Background: an optimization exercise with open tools, aiming at small area. Do not read the settings as production practice.
The RTL was checked by simulation tests, not by an equivalence proof against the original design.
Power is estimated from default activity; no workload was simulated.

==> flow/design.v <==
module alu_issue_stage #(
  parameter int NREG  = 16,
  parameter int IMM_W = 14
) (
  input  logic               Clk,
  input  logic               Rst,
  input  logic               In_Valid,
  output logic               In_Ready,
  input  logic [31:0]        Instr,
  input  logic               Hold,
  output logic signed [31:0] Reg1,
  output logic signed [31:0] Reg2,
  output logic [15:0]        IV,
  output logic [3:0]         OpCode,
  output logic [3:0]         Cond,
  output logic               S,
  output logic [3:0]         Flag,
  input  logic [31:0]        Result,
  input  logic [3:0]         New_Flag,
  output logic               Retire_Valid,
  output logic [3:0]         Retire_Rd,
  output logic [31:0]        Retire_Data,
  output logic               Retire_Pass,
  input  logic [3:0]         Dbg_Addr,
  output logic [31:0]        Dbg_Data
);
  logic [31:0]     rf_n [NREG];
  logic [NREG-1:0] rf_vld;
  logic [3:0]      flag_q;
  logic        ex_valid;
  logic [3:0]  ex_rn;
  logic [13:0] ex_lo;     
  logic        ex_i;
  logic [3:0]  ex_op;
  logic [3:0]  ex_cond;
  logic        ex_s;
  logic [3:0]  ex_rd;
  logic cond_pass;
  logic fn, fz, fc, fv;
  assign {fn, fz, fc, fv} = flag_q;
  always_comb begin
    cond_pass = 1'b0;
    case (ex_cond)
      4'h0: cond_pass = fz;
      4'h1: cond_pass = !fz;
      4'h2: cond_pass = fc;
      4'h3: cond_pass = !fc;
      4'h4: cond_pass = fn;
      4'h5: cond_pass = !fn;
      4'h6: cond_pass = fv;
      4'h7: cond_pass = !fv;
      4'h8: cond_pass = fc && !fz;
      4'h9: cond_pass = !fc || fz;
      4'hA: cond_pass = (fn == fv);
      4'hB: cond_pass = (fn != fv);
      4'hC: cond_pass = !fz && (fn == fv);
      4'hD: cond_pass = fz || (fn != fv);
      4'hE: cond_pass = 1'b1;
      default: cond_pass = 1'b0;
    endcase
  end
  logic commit;
  assign commit = ex_valid && cond_pass;
  always_ff @(posedge Clk) begin
    if (!Hold && commit) rf_n[ex_rd] <= ~Result;
  end
  always_ff @(posedge Clk or posedge Rst) begin
    if (Rst) begin
      rf_vld       <= '0;
      flag_q       <= '0;
      ex_valid     <= 1'b0;
      Retire_Valid <= 1'b0;
    end else if (Hold) begin
      Retire_Valid <= 1'b0;
    end else begin
      Retire_Valid <= ex_valid;
      if (commit) begin
        rf_vld[ex_rd] <= 1'b1;
        if (ex_s) flag_q <= New_Flag;
      end
      ex_valid <= In_Valid;
    end
  end
  always_ff @(posedge Clk) begin
    if (!Hold) begin
      ex_rn   <= Instr[17:14];
      ex_lo   <= Instr[13:0];
      ex_i    <= Instr[22];
      ex_op   <= Instr[27:24];
      ex_cond <= Instr[31:28];
      ex_s    <= Instr[23];
      ex_rd   <= Instr[21:18];
    end
  end
  always_ff @(posedge Clk) begin
    Retire_Rd   <= ex_rd;
    Retire_Data <= Result;
    Retire_Pass <= cond_pass;
  end
  logic [NREG-1:0] sel1, sel2, seld;
  always_comb begin
    for (int k = 0; k < NREG; k++) begin
      sel1[k] = rf_vld[k] && (ex_rn == k);
      sel2[k] = rf_vld[k] && !ex_i && (ex_lo[13:10] == k);
      seld[k] = rf_vld[k] && (Dbg_Addr == k);
    end
  end
  always_comb begin
    Reg1     = '0;
    Reg2     = '0;
    Dbg_Data = '0;
    for (int k = 0; k < NREG; k++) begin
      Reg1     = Reg1     | ~({32{~sel1[k]}} | rf_n[k]);
      Reg2     = Reg2     | ~({32{~sel2[k]}} | rf_n[k]);
      Dbg_Data = Dbg_Data | ~({32{~seld[k]}} | rf_n[k]);
    end
  end
  assign IV       = ex_i ? {{(16-IMM_W){1'b0}}, ex_lo} : 16'd0;
  assign In_Ready = ~Hold;
  assign OpCode   = ex_op;
  assign Cond     = ex_cond;
  assign S        = ex_s;
  assign Flag     = flag_q;
endmodule
clock: 4.5 ns
lec_check: 0
cap_margin: 20
core_margin: 2
core_utilization: 55
setup_slack_margin: 0.05
slew_margin: 20
standard.sh (not shown) runs the stock make flow with config.mk's settings and CLKGATE_MAP_FILE= SYNTH_SCRIPT=/design/flow/synth_recipe.tcl, a recipe that flattens the netlist after the stock synthesis.
==> flow/flow/run.sh <==
#!/bin/bash
# Standard ORFS layout with these changes: port buffers use the smallest
# buffer cell; CTS uses clkbuf_4 with 10-sink clusters (50 um diameter) and
# no dummy loads and a clkbuf_8 root buffer; the large buffers (8x and up) are added to the
# platform's don't-use list (passed to make as a variable), so repair uses
# smaller ones.
set -euo pipefail
export BUFFER_PORTS_ARGS="-buffer_cell sky130_fd_sc_hd__buf_1"
export CTS_ARGS="-sink_clustering_enable -repair_clock_nets -dont_use_dummy_load -sink_clustering_size 10 -sink_clustering_max_diameter 50 -buf_list {sky130_fd_sc_hd__clkbuf_4} -root_buf sky130_fd_sc_hd__clkbuf_8"
PLAT=$(make -s -C "$FLOW_HOME" DESIGN_CONFIG="$PWD/config.mk" WORK_HOME="$PWD/orfs" print-DONT_USE_CELLS 2> print_dont_use.log | sed -n 's/^DONT_USE_CELLS: //p')
echo "$PLAT" | grep -q probe_p_8
EXTRA="sky130_fd_sc_hd__buf_8 sky130_fd_sc_hd__buf_12 sky130_fd_sc_hd__buf_16 sky130_fd_sc_hd__bufbuf_8 sky130_fd_sc_hd__bufbuf_16 sky130_fd_sc_hd__bufinv_8 sky130_fd_sc_hd__bufinv_16 sky130_fd_sc_hd__clkbuf_16"
echo "DONT_USE_CELLS=$PLAT $EXTRA" > dont_use.txt
bash standard.sh "DONT_USE_CELLS=$PLAT $EXTRA" finish > flow_make.log 2>&1
Edit:
==> flow/flow/run.sh (replaced) <==
#!/bin/bash
# Standard ORFS layout with these changes: port buffers use the smallest
# buffer cell; CTS uses clkbuf_4 with 9-sink clusters (50 um diameter) and
# no dummy loads; the large buffers (8x and up) are added to the
# platform's don't-use list (passed to make as a variable), so repair uses
# smaller ones.
set -euo pipefail
export BUFFER_PORTS_ARGS="-buffer_cell sky130_fd_sc_hd__buf_1"
export CTS_ARGS="-sink_clustering_enable -repair_clock_nets -dont_use_dummy_load -sink_clustering_size 9 -sink_clustering_max_diameter 50 -buf_list {sky130_fd_sc_hd__clkbuf_4}"
PLAT=$(make -s -C "$FLOW_HOME" DESIGN_CONFIG="$PWD/config.mk" WORK_HOME="$PWD/orfs" print-DONT_USE_CELLS 2> print_dont_use.log | sed -n 's/^DONT_USE_CELLS: //p')
echo "$PLAT" | grep -q probe_p_8
EXTRA="sky130_fd_sc_hd__buf_8 sky130_fd_sc_hd__buf_12 sky130_fd_sc_hd__buf_16 sky130_fd_sc_hd__bufbuf_8 sky130_fd_sc_hd__bufbuf_16 sky130_fd_sc_hd__bufinv_8 sky130_fd_sc_hd__bufinv_16 sky130_fd_sc_hd__clkbuf_16"
echo "DONT_USE_CELLS=$PLAT $EXTRA" > dont_use.txt
bash standard.sh "DONT_USE_CELLS=$PLAT $EXTRA" finish > flow_make.log 2>&1
What happened: The new run reached the layout checks and failed them: negative setup slack. Synthesized area does not change. Non-clock buffer count is higher by 8. Via count barely changes. Worst setup slack got worse by 0.074 ns. Count of clock-buffer cells in the layout came out higher by 5.
Edit:
--- a/flow/flow/run.sh
+++ b/flow/flow/run.sh
@@ -3,3 +3,3 @@
 # buffer cell; CTS uses clkbuf_4 with 9-sink clusters (50 um diameter) and
-# no dummy loads; the large buffers (8x and up) are added to the
+# no dummy loads and a clkbuf_8 root buffer; the large buffers (8x and up) are added to the
 # platform's don't-use list (passed to make as a variable), so repair uses
@@ -8,3 +8,3 @@
 export BUFFER_PORTS_ARGS="-buffer_cell sky130_fd_sc_hd__buf_1"
-export CTS_ARGS="-sink_clustering_enable -repair_clock_nets -dont_use_dummy_load -sink_clustering_size 9 -sink_clustering_max_diameter 50 -buf_list {sky130_fd_sc_hd__clkbuf_4}"
+export CTS_ARGS="-sink_clustering_enable -repair_clock_nets -dont_use_dummy_load -sink_clustering_size 9 -sink_clustering_max_diameter 50 -buf_list {sky130_fd_sc_hd__clkbuf_4} -root_buf sky130_fd_sc_hd__clkbuf_8"
 PLAT=$(make -s -C "$FLOW_HOME" DESIGN_CONFIG="$PWD/config.mk" WORK_HOME="$PWD/orfs" print-DONT_USE_CELLS 2> print_dont_use.log | sed -n 's/^DONT_USE_CELLS: //p')
After rerunning:
- The changed run ran to the end with no violations
- utilization stays flat
- wire length is about the same
- non-clock buffer count fell by 8
- area after synthesis does not change
- cell count stays flat
- cell area stays flat
- global-route usage stays flat
- combinational power barely changes
Edit:
==> flow/flow/run.sh (replaced) <==
#!/bin/bash
# Standard ORFS layout with two changes: port buffers use the smallest
# buffer cell, and CTS uses clkbuf_4 with 9-sink clusters (50 um diameter)
# and no dummy loads.
set -euo pipefail
export BUFFER_PORTS_ARGS="-buffer_cell sky130_fd_sc_hd__buf_1"
export CTS_ARGS="-sink_clustering_enable -repair_clock_nets -dont_use_dummy_load -sink_clustering_size 9 -sink_clustering_max_diameter 50 -buf_list {sky130_fd_sc_hd__clkbuf_4}"
bash standard.sh > flow_make.log 2>&1
What happened: The new run passed the timing, design-rule and antenna checks; wire length is about the same; sequential share of layout area shrinks by 0.24 points; total power is lower by 1.2%; non-clock buffer count went down by 46; first-iteration DRC count came out lower by 4.0%; setup slack gains 0.023 ns; critical path depth stays the same; fmax rises by 0.51%.


run A:
alu_issue_stage, a different RTL version from the one above (not shown whole).
Size in the first run: about 1900 cells after synthesis, roughly 600 flip-flops, ~240 I/O pins, roughly 0.027 mm² of cells after synthesis.
make LEC_CHECK=0 CAP_MARGIN=20 CORE_MARGIN=2 CORE_UTILIZATION=30 SETUP_SLACK_MARGIN=0.3 SLEW_MARGIN=20 finish   # period 4.5 ns
run.sh (not shown) runs the stock make flow with config.mk's settings and CLKGATE_MAP_FILE= SYNTH_SCRIPT=/design/flow/synth_recipe.tcl, a recipe that flattens the netlist after the stock synthesis.
Stock flow here: none of the scripts above is used.
Run A: full flow OK, the timing, design-rule and antenna checks passed
### run A -> run B
# run A
export LEC_CHECK = 0
export CAP_MARGIN = 20
export CORE_MARGIN = 2
export CORE_UTILIZATION = 30
export SETUP_SLACK_MARGIN = 0.3
export SLEW_MARGIN = 20
create_clock -name core_clock -period 4.5 [get_ports {Clk}]
# run B
export LEC_CHECK = 0
export CAP_MARGIN = 20
export CORE_MARGIN = 2
export CORE_UTILIZATION = 55
export SETUP_SLACK_MARGIN = 0
export SLEW_MARGIN = 20
create_clock -name core_clock -period 4.5 [get_ports {Clk}]
==> flow/flow/run.sh (new file) <==
#!/bin/bash
# Standard ORFS layout with two changes: port buffers use the smallest
# buffer cell, and CTS uses small clock buffers without dummy loads.
set -euo pipefail
export BUFFER_PORTS_ARGS="-buffer_cell sky130_fd_sc_hd__buf_1"
export CTS_ARGS="-sink_clustering_enable -repair_clock_nets -dont_use_dummy_load -buf_list {sky130_fd_sc_hd__clkbuf_4}"
bash standard.sh > flow_make.log 2>&1
==> flow/standard.sh (new file) <==
#!/bin/bash
# synth_recipe.tcl (not shown) runs the flow's synth.tcl, then flattens the netlist and writes it again
# the make line also repeats each setting of config.mk as NAME=value (left out here)
make -C /OpenROAD-flow-scripts/flow DESIGN_CONFIG=/design/flow/config.mk WORK_HOME=/design/flow/orfs CLKGATE_MAP_FILE= SYNTH_SCRIPT=/design/flow/synth_recipe.tcl "${@:-finish}"
removed: flow/run.sh
Findings:
- Of the two values seen for worst setup path endpoint, Reg1[5] was produced by run B and Reg1[25] by run A.
- Per the comparison of run B with run A, sequential fraction of total cell area up 6.7 points; layout overhead on the synthesized area down 15 points.
- The clock distribution power reported for run B is smaller than that of run A by about 43%.
For run C, these inputs were changed with respect to run B:
# run B
export LEC_CHECK = 0
export CAP_MARGIN = 20
export CORE_MARGIN = 2
export CORE_UTILIZATION = 55
export SETUP_SLACK_MARGIN = 0
export SLEW_MARGIN = 20
create_clock -name core_clock -period 4.5 [get_ports {Clk}]
# run C
export LEC_CHECK = 0
export CAP_MARGIN = 20
export CORE_MARGIN = 2
export CORE_UTILIZATION = 55
export CTS_BUF_LIST = sky130_fd_sc_hd__clkbuf_4 sky130_fd_sc_hd__clkbuf_8
export SETUP_SLACK_MARGIN = 0
export SLEW_MARGIN = 20
create_clock -name core_clock -period 4.5 [get_ports {Clk}]
==> flow/run.sh (new file) <==
#!/bin/bash
# synth_recipe.tcl (not shown) runs the flow's synth.tcl, then flattens the netlist and writes it again
# the make line also repeats each setting of config.mk as NAME=value (left out here)
make -C /OpenROAD-flow-scripts/flow DESIGN_CONFIG=/design/flow/config.mk WORK_HOME=/design/flow/orfs CLKGATE_MAP_FILE= SYNTH_SCRIPT=/design/flow/synth_recipe.tcl finish
removed: flow/flow/run.sh
removed: flow/standard.sh
==> run notes <==
Looking at launching element of the worst setup path, the ex_rn[3]$_DFFE_PN_ result is from run B; the ex_i$_DFFE_PN_ one comes from run C.
From run B to run C, area of the die did not move at all.
Nothing crashed in run C and all stages finished; the problem is that the final layout failed, the offending checks being negative setup slack.
Run B and run C ended up with nearly the same power consumed by sequential cells.
Combinational group share of total power delta for run C relative to run B: 1.1 points higher
On run C: minimum period implied by the final worst setup slack is 0.062 ns higher than what run B gave.
[compare] base=run B new=run C: number of clock-tree buffers in the layout now smaller, arrival time at the worst endpoint climbed 0.06 ns.
The higher post-synthesis to final-layout area growth of run B and run C is in run C.
Comparing final critical-path share of the clock period for run B and run C, the smaller number came from run B.


alu_issue_stage again, from the RTL that the note above started with.
==> flow/design.v (excerpt) <==
module alu_issue_stage #(
  parameter int NREG  = 16,
  parameter int IMM_W = 14
) (
  input  logic               Clk,
  input  logic               Rst,
  input  logic               In_Valid,
  output logic               In_Ready,
  input  logic [31:0]        Instr,
  input  logic               Hold,
  output logic signed [31:0] Reg1,
  output logic signed [31:0] Reg2,
  output logic [15:0]        IV,
  output logic [3:0]         OpCode,
  output logic [3:0]         Cond,
  output logic               S,
  output logic [3:0]         Flag,
  input  logic [31:0]        Result,
  input  logic [3:0]         New_Flag,
  output logic               Retire_Valid,
  output logic [3:0]         Retire_Rd,
  output logic [31:0]        Retire_Data,
  output logic               Retire_Pass,
  input  logic [3:0]         Dbg_Addr,
  output logic [31:0]        Dbg_Data
);
  logic [31:0]     rf [NREG];
  logic [NREG-1:0] rf_vld;
  logic [3:0]      flag_q;
  logic        ex_valid;
  logic [3:0]  ex_rn;
  logic [13:0] ex_lo;     
  logic        ex_i;
  logic [3:0]  ex_op;
  ...
==> flow/config.mk <==
export PLATFORM = sky130hd
export DESIGN_NAME = alu_issue_stage
export DESIGN_NICKNAME = alu_issue_stage
export VERILOG_FILES = /design/flow/design.v
export SDC_FILE = /design/flow/constraint.sdc
export NUM_CORES = 4
export LEC_CHECK = 0
export CAP_MARGIN = 5
export CORE_MARGIN = 2
export CORE_UTILIZATION = 55
export SETUP_SLACK_MARGIN = 0
export SLEW_MARGIN = 5
==> flow/constraint.sdc <==
create_clock -name core_clock -period 4.5 [get_ports {Clk}]
set_input_delay 0.9000 -clock core_clock [delete_from_list [all_inputs] [get_ports {Clk}]]
set_output_delay 0.9000 -clock core_clock [all_outputs]
set_load 0.01 [all_outputs]
standard.sh (not shown) runs the stock make flow with config.mk's settings and CLKGATE_MAP_FILE= SYNTH_SCRIPT=/design/flow/synth_recipe.tcl, a recipe that flattens the netlist after the stock synthesis.
==> flow/flow/run.sh <==
#!/bin/bash
# Standard ORFS layout with two changes: port buffers use the smallest
# buffer cell, and CTS uses small clock buffers without dummy loads.
set -euo pipefail
export BUFFER_PORTS_ARGS="-buffer_cell sky130_fd_sc_hd__buf_1"
export CTS_ARGS="-sink_clustering_enable -repair_clock_nets -dont_use_dummy_load -buf_list {sky130_fd_sc_hd__clkbuf_4 sky130_fd_sc_hd__clkbuf_8}"
bash standard.sh > flow_make.log 2>&1
The starting point completed with no timing, DRC or antenna violations.
Then changed:
- CAP_MARGIN: 5 -> 20
- CTS_BUF_LIST: not set -> sky130_fd_sc_hd__clkbuf_4 sky130_fd_sc_hd__clkbuf_8
- SLEW_MARGIN: 5 -> 20
Cell area stays the same.
Sequential share of layout area stays the same.
Die area stays the same.
Power does not change.
Setup slack does not change.
Routed wire length stays the same.
Via count is unchanged.
Global-route usage stays the same.
Utilization is unchanged.
Worst hold slack does not change.
Fmax does not change.

afterwards: timing with drivers on the ports:
Ports are ideal in the flow. The routed layouts listed here were re-timed in OpenROAD.
Step 1 assumes that a clkbuf_16 drives the clock port and a buf_2 every other input.
Step 2 times the ports against the registers' clock, not the clock port: input delays grow and output delays shrink by t, the midpoint of the rising clock arrivals with the driver on.
Three values: no drivers, after step 1, after step 2; two values: the first two.
run | t, ns | setup WS [ns] | hold slack, ns | worst data-port slew with drivers (ns)
the first run of note 1 | 0.750 | 0.049 / -0.014 / 0.269 | 0.309 / 0.271 / 0.507 | 0.04
the second run of note 1 | 0.911 | -0.025 / -0.080 / 0.286 | 0.125 / 0.097 / 0.503 | 0.04
the third run of note 1 | 0.724 | 0.046 / -0.011 / 0.278 | 0.319 / 0.289 / 0.505 | 0.04
the fourth run of note 1 | 0.935 | 0.068 / 0.008 / 0.302 | 0.107 / 0.069 / 0.548 | 0.13
run A | 0.685 | 0.255 / 0.152 / 0.152 | 0.529 / 0.529 / 0.529 | 0.12
run B | 1.085 | 0.051 / -0.011 / 0.337 | 0.039 / -0.001 / 0.495 | 0.08
run C | 0.768 | -0.011 / -0.068 / 0.009 | 0.511 / 0.511 / 0.511 | 0.12
the first run of note 3 | 0.760 | 0.145 / 0.079 / 0.296 | 0.344 / 0.300 / 0.497 | 0.08
the second run of note 3 | 0.760 | 0.145 / 0.079 / 0.296 | 0.344 / 0.300 / 0.497 | 0.08
The setup slack of run A, which loses most, moves by -0.103 ns with the drivers and by -0.103 ns with both steps.
